Background: an optimization exercise with open tools, aiming at small area. Do not read the settings as production practice.
For this run, only the layout was checked, not whether the RTL still works.
Power is estimated from default activity; no workload was simulated.

[flow/config.mk]
export PLATFORM = sky130hd
export DESIGN_NAME = pci_lite_top
export DESIGN_NICKNAME = pci_lite_top
export VERILOG_FILES = /design/flow/design.v
export SDC_FILE = /design/flow/constraint.sdc
export NUM_CORES = 4
export LEC_CHECK = 0
export CAP_MARGIN = 20
export CORE_MARGIN = 2
export CORE_UTILIZATION = 40
export PLACE_DENSITY = 0.6
export SLEW_MARGIN = 20
[flow/constraint.sdc]
create_clock -name core_clock -period 5.0 [get_ports {clk}]
set_input_delay 1.0000 -clock core_clock [delete_from_list [all_inputs] [get_ports {clk}]]
set_output_delay 1.0000 -clock core_clock [all_outputs]
set_load 0.01 [all_outputs]
[flow/design.v]
package pci_lite_pkg;
    localparam int ad_width    = 32;    
    localparam int cbe_width   = 4;     
    localparam int n_req       = 5;     
    localparam int count_width = 3;     
    typedef logic [ad_width-1:0]  ad_t;
    typedef logic [cbe_width-1:0] cbe_t;
    localparam cbe_t cmd_write = 4'b1000;
    localparam cbe_t cmd_read  = 4'b0000;
    localparam int  mem_words   = 10;
    localparam int  idx_width   = 4;         
    localparam ad_t target_base = 32'd10;    
    localparam int devsel_timeout = 4;
    localparam int tmo_width      = 3;
    typedef enum logic [2:0] {
        st_idle,
        st_request,
        st_address,
        st_data,
        st_finish
    } bus_state_t;
endpackage
`timescale 1ns/1ns
module bus_arbiter (
    input  logic                          clk,
    input  logic                          arst_n,
    input  logic [pci_lite_pkg::n_req-1:0] req,
    output logic [pci_lite_pkg::n_req-1:0] gnt,
    input  logic                          bus_frame,
    input  logic                          bus_irdy
);
    logic [pci_lite_pkg::n_req-1:0] next_gnt;
    logic             bus_idle;
    assign bus_idle = !bus_frame && !bus_irdy;    
    always_comb
    begin
        next_gnt = '0;
        for (int i = 0; i < pci_lite_pkg::n_req; i++)
        begin
            if (req[i])
            begin
                next_gnt    = '0;
                next_gnt[i] = 1'b1;
            end
        end
    end
    always_ff @(posedge clk or negedge arst_n)
    begin
        if (!arst_n)
            gnt <= '0;
        else if (bus_idle)
            gnt <= next_gnt;    
    end
endmodule
`timescale 1ns/1ns
module bus_initiator (
    input  logic                                 clk,
    input  logic                                 arst_n,
    input  logic                                 start,
    input  logic                                 write,
    input  pci_lite_pkg::ad_t                    addr,
    input  logic [pci_lite_pkg::count_width-1:0] count,
    input  pci_lite_pkg::ad_t                    wdata,
    output logic                                 word_taken,
    output pci_lite_pkg::ad_t                    rdata,
    output logic                                 rdata_valid,
    output logic                                 busy,
    output logic                                 done,
    output logic                                 abort,
    output logic                                 local_req,
    input  logic                                 local_gnt,
    output logic                                 bus_frame,
    output logic                                 bus_irdy,
    output pci_lite_pkg::cbe_t                   bus_cbe,
    output pci_lite_pkg::ad_t                    bus_ad_init,
    input  logic                                 bus_devsel,
    input  logic                                 bus_trdy,
    input  pci_lite_pkg::ad_t                    bus_ad_targ
);
    pci_lite_pkg::bus_state_t                  state;
    logic                                      write_q;       
    pci_lite_pkg::ad_t                         addr_q;        
    logic [pci_lite_pkg::count_width-1:0]      words_left;    
    logic [pci_lite_pkg::tmo_width-1:0]        tmo_cnt;       
    logic                                      abort_q;
    logic                                      last_phase;
    logic                                      word_moved;
    logic                                      can_start;
    assign can_start  = (state == pci_lite_pkg::st_idle) || (state == pci_lite_pkg::st_finish);
    assign last_phase = (words_left == '0);
    assign word_moved = (state == pci_lite_pkg::st_data) && bus_trdy;    
    always_ff @(posedge clk or negedge arst_n)
    begin
        if (!arst_n)
        begin
            state       <= pci_lite_pkg::st_idle;
            write_q     <= 1'b0;
            words_left  <= '0;
            tmo_cnt     <= '0;
            abort_q     <= 1'b0;
            rdata_valid <= 1'b0;
        end
        else
        begin
            rdata_valid <= word_moved && !write_q;    
            case (state)
                pci_lite_pkg::st_idle, pci_lite_pkg::st_finish:
                begin
                    if (start)
                    begin
                        state      <= pci_lite_pkg::st_request;
                        write_q    <= write;
                        words_left <= count;
                    end
                    else
                        state <= pci_lite_pkg::st_idle;
                end
                pci_lite_pkg::st_request:
                    if (local_gnt)
                        state <= pci_lite_pkg::st_address;    
                pci_lite_pkg::st_address:
                begin
                    state   <= pci_lite_pkg::st_data;
                    tmo_cnt <= '0;       
                    abort_q <= 1'b0;
                end
                pci_lite_pkg::st_data:
                begin
                    if (word_moved)
                    begin
                        if (last_phase)
                            state <= pci_lite_pkg::st_finish;
                        else
                            words_left <= words_left - 1'b1;
                    end
                    else if (!bus_devsel)
                    begin
                        if (tmo_cnt == pci_lite_pkg::tmo_width'(pci_lite_pkg::devsel_timeout - 1))
                        begin
                            state   <= pci_lite_pkg::st_finish;
                            abort_q <= 1'b1;
                        end
                        else
                            tmo_cnt <= tmo_cnt + 1'b1;
                    end
                end
                default:
                    state <= pci_lite_pkg::st_idle;
            endcase
        end
    end
    always_ff @(posedge clk)
    begin
        if (start && can_start)
            addr_q <= addr;
        if (word_moved && !write_q)
            rdata <= bus_ad_targ;
    end
    assign busy       = (state == pci_lite_pkg::st_request) || (state == pci_lite_pkg::st_address) ||
                        (state == pci_lite_pkg::st_data);
    assign local_req  = (state == pci_lite_pkg::st_request);    
    assign done       = (state == pci_lite_pkg::st_finish);
    assign abort      = done && abort_q;
    assign word_taken = word_moved && write_q;    
    assign bus_frame   = (state == pci_lite_pkg::st_address) ||
                         ((state == pci_lite_pkg::st_data) && !last_phase);
    assign bus_irdy    = (state == pci_lite_pkg::st_data);
    assign bus_cbe     = (state == pci_lite_pkg::st_address) ?
                         (write_q ? pci_lite_pkg::cmd_write : pci_lite_pkg::cmd_read) : '0;
    assign bus_ad_init = (state == pci_lite_pkg::st_address)                   ? addr_q :
                         ((state == pci_lite_pkg::st_data) && write_q) ? wdata  : '0;
endmodule
`timescale 1ns/1ns
module target_memory (
    input  logic               clk,
    input  logic               arst_n,
    output logic               bus_devsel,
    output logic               bus_trdy,
    output pci_lite_pkg::ad_t  bus_ad_targ,
    input  logic               bus_frame,
    input  logic               bus_irdy,
    input  pci_lite_pkg::cbe_t bus_cbe,
    input  pci_lite_pkg::ad_t  bus_ad_init
);
    pci_lite_pkg::ad_t                  mem [pci_lite_pkg::mem_words];
    logic [pci_lite_pkg::idx_width-1:0] idx;         
    logic [pci_lite_pkg::idx_width-1:0] idx_next;
    logic                               write_q;     
    logic                               addr_phase;
    logic                               in_window;
    logic                               known_cmd;
    pci_lite_pkg::ad_t                  offset;
    logic                               word_moved;
    assign addr_phase = bus_frame && !bus_irdy;    
    assign offset     = bus_ad_init - pci_lite_pkg::target_base;
    assign in_window  = (bus_ad_init >= pci_lite_pkg::target_base) &&
                        (bus_ad_init < pci_lite_pkg::target_base + pci_lite_pkg::ad_t'(pci_lite_pkg::mem_words));
    assign known_cmd  = (bus_cbe == pci_lite_pkg::cmd_write) || (bus_cbe == pci_lite_pkg::cmd_read);
    assign word_moved = bus_devsel && bus_irdy && bus_trdy;
    assign idx_next = (idx == pci_lite_pkg::idx_width'(pci_lite_pkg::mem_words - 1)) ? '0 : idx + 1'b1;
    always_ff @(posedge clk or negedge arst_n)
    begin
        if (!arst_n)
        begin
            bus_devsel  <= 1'b0;
            bus_trdy    <= 1'b0;
            bus_ad_targ <= '0;
            idx         <= '0;
            write_q     <= 1'b0;
            for (int i = 0; i < pci_lite_pkg::mem_words; i++)
                mem[i] <= '0;
        end
        else if (addr_phase && in_window && known_cmd)
        begin
            bus_devsel  <= 1'b1;    
            bus_trdy    <= 1'b1;
            write_q     <= (bus_cbe == pci_lite_pkg::cmd_write);
            idx         <= offset[pci_lite_pkg::idx_width-1:0];
            bus_ad_targ <= mem[offset[pci_lite_pkg::idx_width-1:0]];    
        end
        else if (word_moved)
        begin
            if (write_q)
                mem[idx] <= bus_ad_init;
            idx         <= idx_next;
            bus_ad_targ <= mem[idx_next];    
            if (!bus_frame)
            begin
                bus_devsel <= 1'b0;    
                bus_trdy   <= 1'b0;
            end
        end
    end
endmodule
`timescale 1ns/1ns
module pci_lite_top (
    input  logic                                 clk,
    input  logic                                 arst_n,
    input  logic                                 start,
    input  logic                                 write,
    input  logic [31:0]                          addr,
    input  logic [2:0]                           count,
    input  logic [31:0]                          wdata,
    output logic                                 word_taken,
    output logic [31:0]                          rdata,
    output logic                                 rdata_valid,
    output logic                                 busy,
    output logic                                 done,
    output logic                                 abort,
    input  logic [3:0]                           ext_req,
    output logic [3:0]                           ext_gnt
);
    logic                           local_req;
    logic                           local_gnt;
    logic [pci_lite_pkg::n_req-1:0] arb_req;
    logic [pci_lite_pkg::n_req-1:0] arb_gnt;
    logic               bus_frame;      
    logic               bus_irdy;       
    pci_lite_pkg::cbe_t bus_cbe;        
    pci_lite_pkg::ad_t  bus_ad_init;    
    logic               bus_devsel;     
    logic               bus_trdy;       
    pci_lite_pkg::ad_t  bus_ad_targ;    
    assign arb_req   = {ext_req, local_req};
    assign local_gnt = arb_gnt[0];
    assign ext_gnt   = arb_gnt[pci_lite_pkg::n_req-1:1];
    bus_arbiter u_arbiter (
        .clk       (clk),
        .arst_n    (arst_n),
        .req       (arb_req),
        .gnt       (arb_gnt),
        .bus_frame (bus_frame),
        .bus_irdy  (bus_irdy)
    );
    bus_initiator u_initiator (
        .clk         (clk),
        .arst_n      (arst_n),
        .start       (start),
        .write       (write),
        .addr        (addr),
        .count       (count),
        .wdata       (wdata),
        .word_taken  (word_taken),
        .rdata       (rdata),
        .rdata_valid (rdata_valid),
        .busy        (busy),
        .done        (done),
        .abort       (abort),
        .local_req   (local_req),
        .local_gnt   (local_gnt),
        .bus_frame   (bus_frame),
        .bus_irdy    (bus_irdy),
        .bus_cbe     (bus_cbe),
        .bus_ad_init (bus_ad_init),
        .bus_devsel  (bus_devsel),
        .bus_trdy    (bus_trdy),
        .bus_ad_targ (bus_ad_targ)
    );
    target_memory u_target (
        .clk         (clk),
        .arst_n      (arst_n),
        .bus_devsel  (bus_devsel),
        .bus_trdy    (bus_trdy),
        .bus_ad_targ (bus_ad_targ),
        .bus_frame   (bus_frame),
        .bus_irdy    (bus_irdy),
        .bus_cbe     (bus_cbe),
        .bus_ad_init (bus_ad_init)
    );
endmodule
[flow/run.sh]
#!/bin/bash
# synth_recipe.tcl (not shown) runs the flow's synth.tcl, then flattens the netlist and writes it again
# the make line also repeats each setting of config.mk as NAME=value (left out here)
make -C /OpenROAD-flow-scripts/flow DESIGN_CONFIG=/design/flow/config.mk WORK_HOME=/design/flow/orfs CLKGATE_MAP_FILE= SYNTH_SCRIPT=/design/flow/synth_recipe.tcl finish
==> results.json <==
{
  "outcome": "timing/DRC/antenna clean",
  "tightest_slew_ps": 1250,
  "die_h_um": 238,
  "finalHoldViolations": 0,
  "cts_num_sinks": 439,
  "power.total_uw": 12400,
  "grt_antenna_before_repair": 1,
  "viasPerCell": 6.18,
  "synth_flop_cell": "dfrtp_1",
  "routedWlPerCell_um": 25.5,
  "hpwl_mm": 47.9,
  "use_met1_pct": 38.7,
  "clock_skew_ps": 28.7,
  "grt_pass1_vias": 18700,
  "cts-htree-levels": 2,
  "tns_ps": 0,
  "gp_congestion": 0.909,
  "grtUsageTotal_pct": 28.1,
  "io_buffers": 115,
  "die-area_um2": 56400,
  "cts-resized-gates": 0,
  "start_util_pct": 40.5,
  "antennaDiodeCount": 0,
  "grtUsageMet3_pct": 6.75,
  "slew_violations": 0,
  "rsz0062_at_grt": "false",
  "ir_worst_vdd_uv": 264,
  "maxSlewHeadroom_pct": 16.9,
  "vias": 19200,
  "grt_use_met2_pct": 42.1,
  "cts-root-buf": "clkbuf_16",
  "grt_busiest_layer": "met2",
  "timing.final.crit_share_pct": 82.1,
  "hold_buffers": 0,
  "cp.arrival_ps": 3100,
  "clkTransAtPathRegs_ps": 60,
  "ys_seq_area_share_pct": 51.8,
  "numCtsBuffers": 47,
  "synth_cells": 2347,
  "area_growth_syn_to_layout_pct": 16.2,
  "worstSkewPairLatency_ps": 610,
  "finalNetCount": 2455,
  "crit_fanout": 23,
  "routed_wl_mm": 79.1,
  "grt_first_pass_wirelength_mm": 119,
  "synth_fp_nets": 2427,
  "drt_iter0_markers": 2265,
  "crit_path_end_kind": "primary output",
  "hold_class": "primary input to async pin",
  "setup_viol": 0,
  "ys_ff_latch": 439,
  "whs_ps": 424,
  "crit_required_ps": 4000,
  "drc": 0,
  "grt_overflow": 0,
  "cts_buffer_depth": 3,
  "synthDistinctLibCells": 71,
  "grt_max_degree": 109,
  "io_pins": 116,
  "powerDensity_nw_per_um2": 491,
  "synth_edf_count": 64,
  "dr.pass1.iters": 7,
  "async_flop_share_pct": 85.4,
  "placed_cells": 3022,
  "max_freq_ghz": 0.244,
  "ant_nets": 0,
  "syn_area_per_cell_um2": 9.29,
  "postCtsSetupBuffers": 0,
  "maxCapViolations": 0,
  "final_layout_size_suffix_gt1_share_pct": 9.12,
  "worst-setup-path-type": "flop to primary output",
  "cts_tree": "yes",
  "synth_warnings": 4,
  "startpoint_type": "flop",
  "design.core.area_um2": 53900,
  "layout.cells.non_filler": 3107,
  "rows": 85,
  "leakagePower_uw": 0.0107,
  "post-route-min-period_ps": 4100,
  "fill_cells": 5074,
  "netlist_area_um2": 21800,
  "die_x_um": 238
}
==> routing by layer <==
metal,part of all wire (%),vias to the layer above
met5,0.023,-
met4,4.5,2
met3,10,247
met2,43,1136
met1,42,9281
li1,-,8535
==> cell usage in the layout (no fill, tap or decap), drive strengths merged, types with 10 or more instances in the layout <==
master	Yosys	routed
o31ai	33	33
nand2	469	469
and2	13	13
dfrtp	375	375
nor2	130	130
nand3	43	43
clkbuf	139	70
nor2b	10	10
edfxtp	64	64
mux2	30	30
or3	19	19
a221oi	45	45
o21ai	417	417
o211ai	31	31
clkdlybuf4s50	0	114
a211oi	14	14
a22oi	72	72
buf	55	59
a22o	12	12
a21oi	71	71
and3	13	13
nor3	19	19
inv	38	38
o32ai	12	12
o22ai	32	32
a221o	13	13
a2111oi	20	20
mux2i	78	78
==> flip-flops by register name (all words and copies together), names as in the netlist, 3 cells and up <==
signal                  count
u_initiator.state           3
u_arbiter.gnt               5
u_target.bus_ad_targ       32
u_initiator.tmo_cnt         3
u_initiator.words_left      3
u_target.idx                4
u_initiator.addr_q         32
u_initiator.rdata          32
u_target.mem              320
==> cell families (layout without fill, tap and decap cells) <==
group,count (synthesis),after routing,synth area share (%)
AOI/OAI and AO/OA,811,811,23.4
and+or+nand+nor,748,748,14.5
DFF,439,439,51.8
buffers and inverters,232,296,4.42
muxes,110,110,5.37
adders and majority gates,5,5,0.287
xor gates and xnor gates,2,2,0.166
==> through the flow <==
| stage | setup slack [ps] | area, µm² | util (%) |
|---|---|---|---|
| after floorplan | 1060 | 21800 | - |
| after global placement | 714 | 23700 | 43.9 |
| after detailed placement | 611 | 23700 | 43.9 |
| after CTS | 902 | 25400 | 47.0 |
| after global routing | 772 | 25400 | 47.0 |
| final | 897 | 25400 | 47.0 |
==> synthesized netlist by cell type, drive strengths merged (14+ instances only) <==
master	count	area [µm²]
a2111oi	20	206
a211oi	14	105
a21oi	71	359
a221oi	45	394
a22oi	72	541
buf	55	300
clkbuf	139	522
dfrtp	375	9380
edfxtp	64	1920
inv	38	143
mux2	30	342
mux2i	78	785
nand2	469	1760
nand3	43	225
nor2	130	495
nor3	19	100
o211ai	31	238
o21ai	417	2090
o22ai	32	200
o31ai	33	273
or3	19	119
==> area by class of cell <==
type / instances / area, µm² / share of cell area [%]
inverter: 38 / 143 / 0.563
clock buffer: 70 / 1410 / 5.55
sequential: 439 / 11300 / 44.6
tap: 696 / 871 / 3.43
clock inverter: 15 / 255 / 1.01
multi-input combinational: 1676 / 9650 / 38.1
timing repair buffer: 173 / 1720 / 6.77
==> final timing paths <==
kind | startpoint | end | slack [ps] | cells past startpoint
min | arst_n | u_target.mem[7][4] | 420 | 1
min reg2reg | u_target.bus_ad_targ[4] | u_initiator.rdata[4] | 470 | 0
min in group core_clock | u_target.bus_ad_targ[4] | u_initiator.rdata[4] | 470 | 0
max reg2reg | u_initiator.state[2] | u_target.bus_ad_targ[7] | 1140 | 10
max in group asynchronous | arst_n | u_target.mem[1][24] | 3440 | 2
max | u_initiator.state[2] | word_taken | 900 | 4
==> critical path, cell delays in order, from the launching register on <==
cell and delay [ps]:
dfrtp_1 450, and2b_2 550, and3_2 590, and2_1 310, clkdlybuf4s50_1 570
==> power breakdown <==
part	leakage [µW]	switching (µW)	internal, µW
registers	0.00401	403	3920
clock network	0.000811	1490	2300
logic	0.00585	2830	1490

-- static timing again, ports no longer ideal --
How much do the figures lean on ideal ports? The routed layout below was timed once more, with nothing changed but the port constraints. Step 1 (the two cells are an assumption about what drives the block):
set clk [get_ports {clk}]
set_driving_cell -lib_cell sky130_fd_sc_hd__clkbuf_16 $clk
set_driving_cell -lib_cell sky130_fd_sc_hd__buf_2 [delete_from_list [all_inputs] $clk]
Step 2 moves the port delays by t, midway between the first and last clock arrival at a register: inputs arrive t later, outputs are due t later. That takes back most of the time a late clock gives input paths. Three values: ideal ports, drivers, drivers and shift; two values: the first two.
t, ns: 0.651
setup slack, ns: 0.897 / 0.838 / 0.458
clock arrival spread, ns: 0.031 / 0.031
worst data-port slew with drivers (ns): 0.05
cell pins on the clock port's net: 1
After both steps setup and hold are still met in this run. The setup slack of this run moves by -0.059 ns with the drivers and by -0.439 ns with both steps.
